This design comes from an exercise in tuning for small area, a short achievable clock period and few clock cycles per item on the open sky130 flow, not from production work. The RTL was checked by simulation tests, not by an equivalence proof against the original design.

==> inputs of run a <==
==> flow/design.v (excerpt) <==
module ec_scalar_mul (
	input wire clk,
	input wire reset,
	input wire start,
	input wire [7:0] k,
	input wire [15:0] p_x,
	input wire [15:0] p_y,
	input wire p_inf,
	output reg busy,
	output reg done,
	output wire [15:0] r_x,
	output wire [15:0] r_y,
	output wire r_inf
);
export LEC_CHECK = 0
export CAP_MARGIN = 20
export CORE_MARGIN = 2
export CORE_UTILIZATION = 40
export SLEW_MARGIN = 20
create_clock -name core_clock -period 7.0 [get_ports {clk}]
run.sh (not shown) runs the stock make flow with config.mk's settings and CLKGATE_MAP_FILE= SYNTH_SCRIPT=/design/flow/synth_recipe.tcl, a recipe that flattens the netlist after the stock synthesis.
==> inputs of run b, as changes to run a <==
Settings changed: ABC_AREA set to 1.
==> inputs of run c, as changes to run a <==
Settings changed: CORE_UTILIZATION 40 to 60.
==> inputs of run d, as changes to run a <==
--- a/flow/design.v
+++ b/flow/design.v
@@ -110,26 +110,28 @@
 			7'd56: begin r_m_en = 1'b1; r_m_a = 3'd2; r_m_b = 3'd1; r_m_sh = 1'b0; r_m_d = 4'd4; end  
 			7'd57: begin r_m_en = 1'b1; r_m_a = 3'd4; r_m_b = 3'd1; r_m_sh = 1'b0; r_m_d = 4'd5; end  
 			7'd59: begin r_m_en = 1'b1; r_m_a = 3'd4; r_m_b = 3'd1; r_m_sh = 1'b0; r_m_d = 4'd4; end  
 			7'd61: begin r_m_en = 1'b1; r_m_a = 3'd0; r_m_b = 3'd1; r_m_sh = 1'b0; r_m_d = 4'd4; end  
 			7'd62: begin r_m_en = 1'b1; r_m_a = 3'd3; r_m_b = 3'd1; r_m_sh = 1'b0; r_m_d = 4'd2; end  
 			7'd63: begin r_m_en = 1'b1; r_m_a = 3'd1; r_m_b = 3'd1; r_m_sh = 1'b0; r_m_d = 4'd1; end  
-			7'd65: begin r_m_en = 1'b1; r_m_a = 3'd0; r_m_b = 3'd0; r_m_sh = 1'b0; r_m_d = 4'd4; r_a_en = 1'b1; r_a_a = 3'd0; r_a_b = 2'd0; r_a_sub = 1'b0; r_a_dbl = 1'b1; r_a_d = 4'd4; end  
-			7'd66: begin r_m_en = 1'b1; r_m_a = 3'd1; r_m_b = 3'd1; r_m_sh = 1'b0; r_m_d = 4'd4; r_a_en = 1'b1; r_a_a = 3'd3; r_a_b = 2'd3; r_a_sub = 1'b1; r_a_dbl = 1'b0; r_a_d = 4'd2; end  
-			7'd67: begin r_m_en = 1'b1; r_m_a = 3'd0; r_m_b = 3'd0; r_m_sh = 1'b0; r_m_d = 4'd4; r_a_en = 1'b1; r_a_a = 3'd3; r_a_b = 2'd1; r_a_sub = 1'b1; r_a_dbl = 1'b0; r_a_d = 4'd7; end  
-			7'd68: begin r_m_en = 1'b1; r_m_a = 3'd2; r_m_b = 3'd4; r_m_sh = 1'b0; r_m_d = 4'd7; r_a_en = 1'b1; r_a_a = 3'd4; r_a_b = 2'd2; r_a_sub = 1'b1; r_a_dbl = 1'b1; r_a_d = 4'd1; end  
-			7'd69: begin r_m_en = 1'b1; r_m_a = 3'd0; r_m_b = 3'd1; r_m_sh = 1'b0; r_m_d = 4'd4; end  
-			7'd70: begin r_m_en = 1'b1; r_m_a = 3'd5; r_m_b = 3'd1; r_m_sh = 1'b0; r_m_d = 4'd4; r_a_en = 1'b1; r_a_a = 3'd3; r_a_b = 2'd3; r_a_sub = 1'b1; r_a_dbl = 1'b0; r_a_d = 4'd2; end  
-			7'd71: begin r_m_en = 1'b1; r_m_a = 3'd0; r_m_b = 3'd0; r_m_sh = 1'b0; r_m_d = 4'd4; r_a_en = 1'b1; r_a_a = 3'd3; r_a_b = 2'd1; r_a_sub = 1'b1; r_a_dbl = 1'b0; r_a_d = 4'd7; end  
-			7'd72: begin r_m_en = 1'b1; r_m_a = 3'd2; r_m_b = 3'd4; r_m_sh = 1'b0; r_m_d = 4'd7; r_a_en = 1'b1; r_a_a = 3'd4; r_a_b = 2'd2; r_a_sub = 1'b1; r_a_dbl = 1'b1; r_a_d = 4'd1; end  
-			7'd73: begin r_m_en = 1'b1; r_m_a = 3'd2; r_m_b = 3'd1; r_m_sh = 1'b0; r_m_d = 4'd4; end  
-			7'd74: begin r_a_en = 1'b1; r_a_a = 3'd3; r_a_b = 2'd3; r_a_sub = 1'b1; r_a_dbl = 1'b0; r_a_d = 4'd2; end  
-			7'd75: begin r_m_en = 1'b1; r_m_a = 3'd0; r_m_b = 3'd0; r_m_sh = 1'b0; r_m_d = 4'd4; r_a_en = 1'b1; r_a_a = 3'd0; r_a_b = 2'd0; r_a_sub = 1'b0; r_a_dbl = 1'b1; r_a_d = 4'd4; end  
-			7'd76: begin r_m_en = 1'b1; r_m_a = 3'd1; r_m_b = 3'd1; r_m_sh = 1'b0; r_m_d = 4'd4; r_a_en = 1'b1; r_a_a = 3'd3; r_a_b = 2'd1; r_a_sub = 1'b1; r_a_dbl = 1'b0; r_a_d = 4'd2; end  
-			7'd77: begin r_m_en = 1'b1; r_m_a = 3'd0; r_m_b = 3'd0; r_m_sh = 1'b0; r_m_d = 4'd4; end  
-			7'd78: begin r_a_en = 1'b1; r_a_a = 3'd3; r_a_b = 2'd1; r_a_sub = 1'b1; r_a_dbl = 1'b0; r_a_d = 4'd2; end  
+			7'd65: begin r_m_en = 1'b1; r_m_a = 3'd0; r_m_b = 3'd0; r_m_sh = 1'b0; r_m_d = 4'd4; r_a_en = 1'b1; r_a_a = 3'd3; r_a_b = 2'd1; r_a_sub = 1'b1; r_a_dbl = 1'b0; r_a_d = 4'd7; end  
+			7'd66: begin r_m_en = 1'b1; r_m_a = 3'd2; r_m_b = 3'd4; r_m_sh = 1'b0; r_m_d = 4'd7; r_a_en = 1'b1; r_a_a = 3'd4; r_a_b = 2'd2; r_a_sub = 1'b1; r_a_dbl = 1'b1; r_a_d = 4'd1; end  
+			7'd67: begin r_m_en = 1'b1; r_m_a = 3'd2; r_m_b = 3'd1; r_m_sh = 1'b1; r_m_d = 4'd5; r_a_en = 1'b1; r_a_a = 3'd0; r_a_b = 2'd0; r_a_sub = 1'b0; r_a_dbl = 1'b1; r_a_d = 4'd4; end  
+			7'd68: begin r_m_en = 1'b1; r_m_a = 3'd1; r_m_b = 3'd1; r_m_sh = 1'b0; r_m_d = 4'd4; r_a_en = 1'b1; r_a_a = 3'd3; r_a_b = 2'd3; r_a_sub = 1'b1; r_a_dbl = 1'b0; r_a_d = 4'd2; end  
+			7'd69: begin r_m_en = 1'b1; r_m_a = 3'd0; r_m_b = 3'd0; r_m_sh = 1'b0; r_m_d = 4'd4; r_a_en = 1'b1; r_a_a = 3'd3; r_a_b = 2'd1; r_a_sub = 1'b1; r_a_dbl = 1'b0; r_a_d = 4'd7; end  
+			7'd70: begin r_m_en = 1'b1; r_m_a = 3'd2; r_m_b = 3'd4; r_m_sh = 1'b0; r_m_d = 4'd7; r_a_en = 1'b1; r_a_a = 3'd4; r_a_b = 2'd2; r_a_sub = 1'b1; r_a_dbl = 1'b1; r_a_d = 4'd1; end  
+			7'd71: begin r_m_en = 1'b1; r_m_a = 3'd0; r_m_b = 3'd1; r_m_sh = 1'b0; r_m_d = 4'd4; end  
+			7'd72: begin r_m_en = 1'b1; r_m_a = 3'd5; r_m_b = 3'd1; r_m_sh = 1'b0; r_m_d = 4'd4; r_a_en = 1'b1; r_a_a = 3'd3; r_a_b = 2'd3; r_a_sub = 1'b1; r_a_dbl = 1'b0; r_a_d = 4'd2; end  
+			7'd73: begin r_m_en = 1'b1; r_m_a = 3'd0; r_m_b = 3'd0; r_m_sh = 1'b0; r_m_d = 4'd4; r_a_en = 1'b1; r_a_a = 3'd3; r_a_b = 2'd1; r_a_sub = 1'b1; r_a_dbl = 1'b0; r_a_d = 4'd7; end  
+			7'd74: begin r_m_en = 1'b1; r_m_a = 3'd2; r_m_b = 3'd4; r_m_sh = 1'b0; r_m_d = 4'd7; r_a_en = 1'b1; r_a_a = 3'd4; r_a_b = 2'd2; r_a_sub = 1'b1; r_a_dbl = 1'b1; r_a_d = 4'd1; end  
+			7'd75: begin r_m_en = 1'b1; r_m_a = 3'd2; r_m_b = 3'd1; r_m_sh = 1'b0; r_m_d = 4'd4; end  
+			7'd76: begin r_a_en = 1'b1; r_a_a = 3'd3; r_a_b = 2'd3; r_a_sub = 1'b1; r_a_dbl = 1'b0; r_a_d = 4'd2; end  
+			7'd77: begin r_m_en = 1'b1; r_m_a = 3'd0; r_m_b = 3'd0; r_m_sh = 1'b0; r_m_d = 4'd4; r_a_en = 1'b1; r_a_a = 3'd0; r_a_b = 2'd0; r_a_sub = 1'b0; r_a_dbl = 1'b1; r_a_d = 4'd4; end  
+			7'd78: begin r_m_en = 1'b1; r_m_a = 3'd1; r_m_b = 3'd1; r_m_sh = 1'b0; r_m_d = 4'd4; r_a_en = 1'b1; r_a_a = 3'd3; r_a_b = 2'd1; r_a_sub = 1'b1; r_a_dbl = 1'b0; r_a_d = 4'd2; end  
+			7'd79: begin r_m_en = 1'b1; r_m_a = 3'd0; r_m_b = 3'd0; r_m_sh = 1'b0; r_m_d = 4'd4; end  
+			7'd80: begin r_a_en = 1'b1; r_a_a = 3'd3; r_a_b = 2'd1; r_a_sub = 1'b1; r_a_dbl = 1'b0; r_a_d = 4'd2; end  
 			default: ;
 		endcase
 	end
 	always @(posedge clk or posedge reset) begin
 		if (reset) begin
 			c_m_en <= 1'd0;
@@ -1045,22 +1047,22 @@
 				nst = ST_RUN;
 				if (ldk == LP_DBL) nupc = 7'd0;
 				else if (more) begin nupc = 7'd0; consume = 1'b1; end
 				else nupc = 7'd28;
 			end
 			default: begin
-				if (upc == 7'd9 && succ_d == 2'd0) begin nupc = 7'd65; consume = 1'b1; end
-				else if (upc == 7'd7 && succ_d == 2'd1) begin nupc = 7'd67; end
-				else if (upc == 7'd7 && succ_d == 2'd2) begin nupc = 7'd71; end
-				else if (upc == 7'd25 && succ_a == 2'd0) begin nupc = 7'd75; consume = 1'b1; end
-				else if (upc == 7'd25 && succ_a == 2'd2) begin nupc = 7'd77; end
-				else if (upc == 7'd66) nupc = 7'd2;
-				else if (upc == 7'd70) nupc = 7'd16;
-				else if (upc == 7'd74) nupc = 7'd32;
-				else if (upc == 7'd76) nupc = 7'd2;
-				else if (upc == 7'd78) nupc = 7'd30;
+				if (upc == 7'd7 && succ_d == 2'd0) begin nupc = 7'd65; consume = 1'b1; end
+				else if (upc == 7'd7 && succ_d == 2'd1) begin nupc = 7'd69; end
+				else if (upc == 7'd7 && succ_d == 2'd2) begin nupc = 7'd73; end
+				else if (upc == 7'd25 && succ_a == 2'd0) begin nupc = 7'd77; consume = 1'b1; end
+				else if (upc == 7'd25 && succ_a == 2'd2) begin nupc = 7'd79; end
+				else if (upc == 7'd68) nupc = 7'd3;
+				else if (upc == 7'd72) nupc = 7'd16;
+				else if (upc == 7'd76) nupc = 7'd32;
+				else if (upc == 7'd78) nupc = 7'd2;
+				else if (upc == 7'd80) nupc = 7'd30;
 				else if (upc == 7'd19 && (zz || hz)) begin
 					exc = 1'b1;
 					nst = ST_LOADP;
 					exc_k = zz ? LP_NEXT : (rz ? LP_DBL : LP_INF);
 				end
 				else if (upc == 7'd64) begin
==> impl_metrics.tcl <==
set metrics [dict create \
    status "no timing/DRC/antenna violations" \
    routedLengthMet1_mm 39.6 \
    via_per_inst 6.69 \
    synth_xor_area_share_pct 3.94 \
    r2r_end "m2f[24]" \
    signal_buffers 220 \
    antenna_found_initial 3 \
    multi_input_gates 2348 \
    use_met2_pct 59.0 \
    nClkBuffers 35 \
]
# the run above: run c

==> impl_metrics.tcl <==
set metrics [dict create \
    multi_input_gates 2386 \
    routedLengthMet1_mm 41.4 \
    via_per_inst 5.87 \
    vias 24980 \
    use_met2_pct 42.1 \
    placedCellCount 4187 \
    layout-drive-gt1-share_pct 14.4 \
    nClkBuffers 45 \
    antenna_found_initial 3 \
    r2r_end "Z[7]" \
    status "no timing/DRC/antenna violations" \
]
# the run above: run d

==> impl_metrics.tcl <==
set metrics [dict create \
    multi_input_gates 2348 \
    antenna_found_initial 1 \
    via_per_inst 5.81 \
    met1_usage_pct 39.1 \
    nClkBuffers 46 \
    signal_buffers 245 \
    status "no timing/DRC/antenna violations" \
    routedLengthMet1_mm 44.0 \
    cpLargestDelayFamily "adder cells" \
    use_met2_pct 39.7 \
]
# the run above: run a

==> impl_metrics.tcl <==
set metrics [dict create \
    regArea_um2 7200 \
    routedLengthMet1_mm 48.2 \
    signal_buffers 179 \
    r2r_end "m2f[28]" \
    routed_wl_mm 112 \
    via_per_inst 5.46 \
    ys.flop_type "edfxtp_1" \
    worstPathArrival_ps 7060 \
    status "no timing/DRC/antenna violations" \
    nClkBuffers 39 \
]
# the run above: run b

Testbench counts of run a, summed over its fixed seeds: cycles 25,864, items 192.
Testbench counts of run b, summed over its fixed seeds: cycles 25,864, items 192.
Testbench counts of run c, summed over its fixed seeds: cycles 25,864, items 192.
Testbench counts of run d, summed over its fixed seeds: cycles 25,395, items 192.

[what the ideal ports hide]
No port has a modelled driver above. Below, the same layouts with a new extraction and two added sets of constraints. Step 1 (the two cells are an assumption about what drives the block):
set clk [get_ports {clk}]
set_driving_cell -lib_cell sky130_fd_sc_hd__clkbuf_16 $clk
set_driving_cell -lib_cell sky130_fd_sc_hd__buf_2 [delete_from_list [all_inputs] $clk]
Step 2 also shifts input and output timing later by t, the mid clock arrival at the registers, as if the neighbouring blocks saw the same clock. Three values: ideal, step 1, step 2; two values: the first two.
run | shift t [ns] | slack for setup (ns) | worst slew at a driven data input, ns | cell pins on the clock port's net
run a | 0.639 | 0.273 / 0.273 / 0.273 | 0.04 | 1
run b | 0.641 | 0.429 / 0.429 / 0.429 | 0.10 | 1
run c | 0.643 | 0.112 / 0.112 / 0.112 | 0.10 | 1
run d | 0.618 | 0.303 / 0.303 / 0.303 | 0.05 | 1
After both steps every run listed still meets setup and hold.
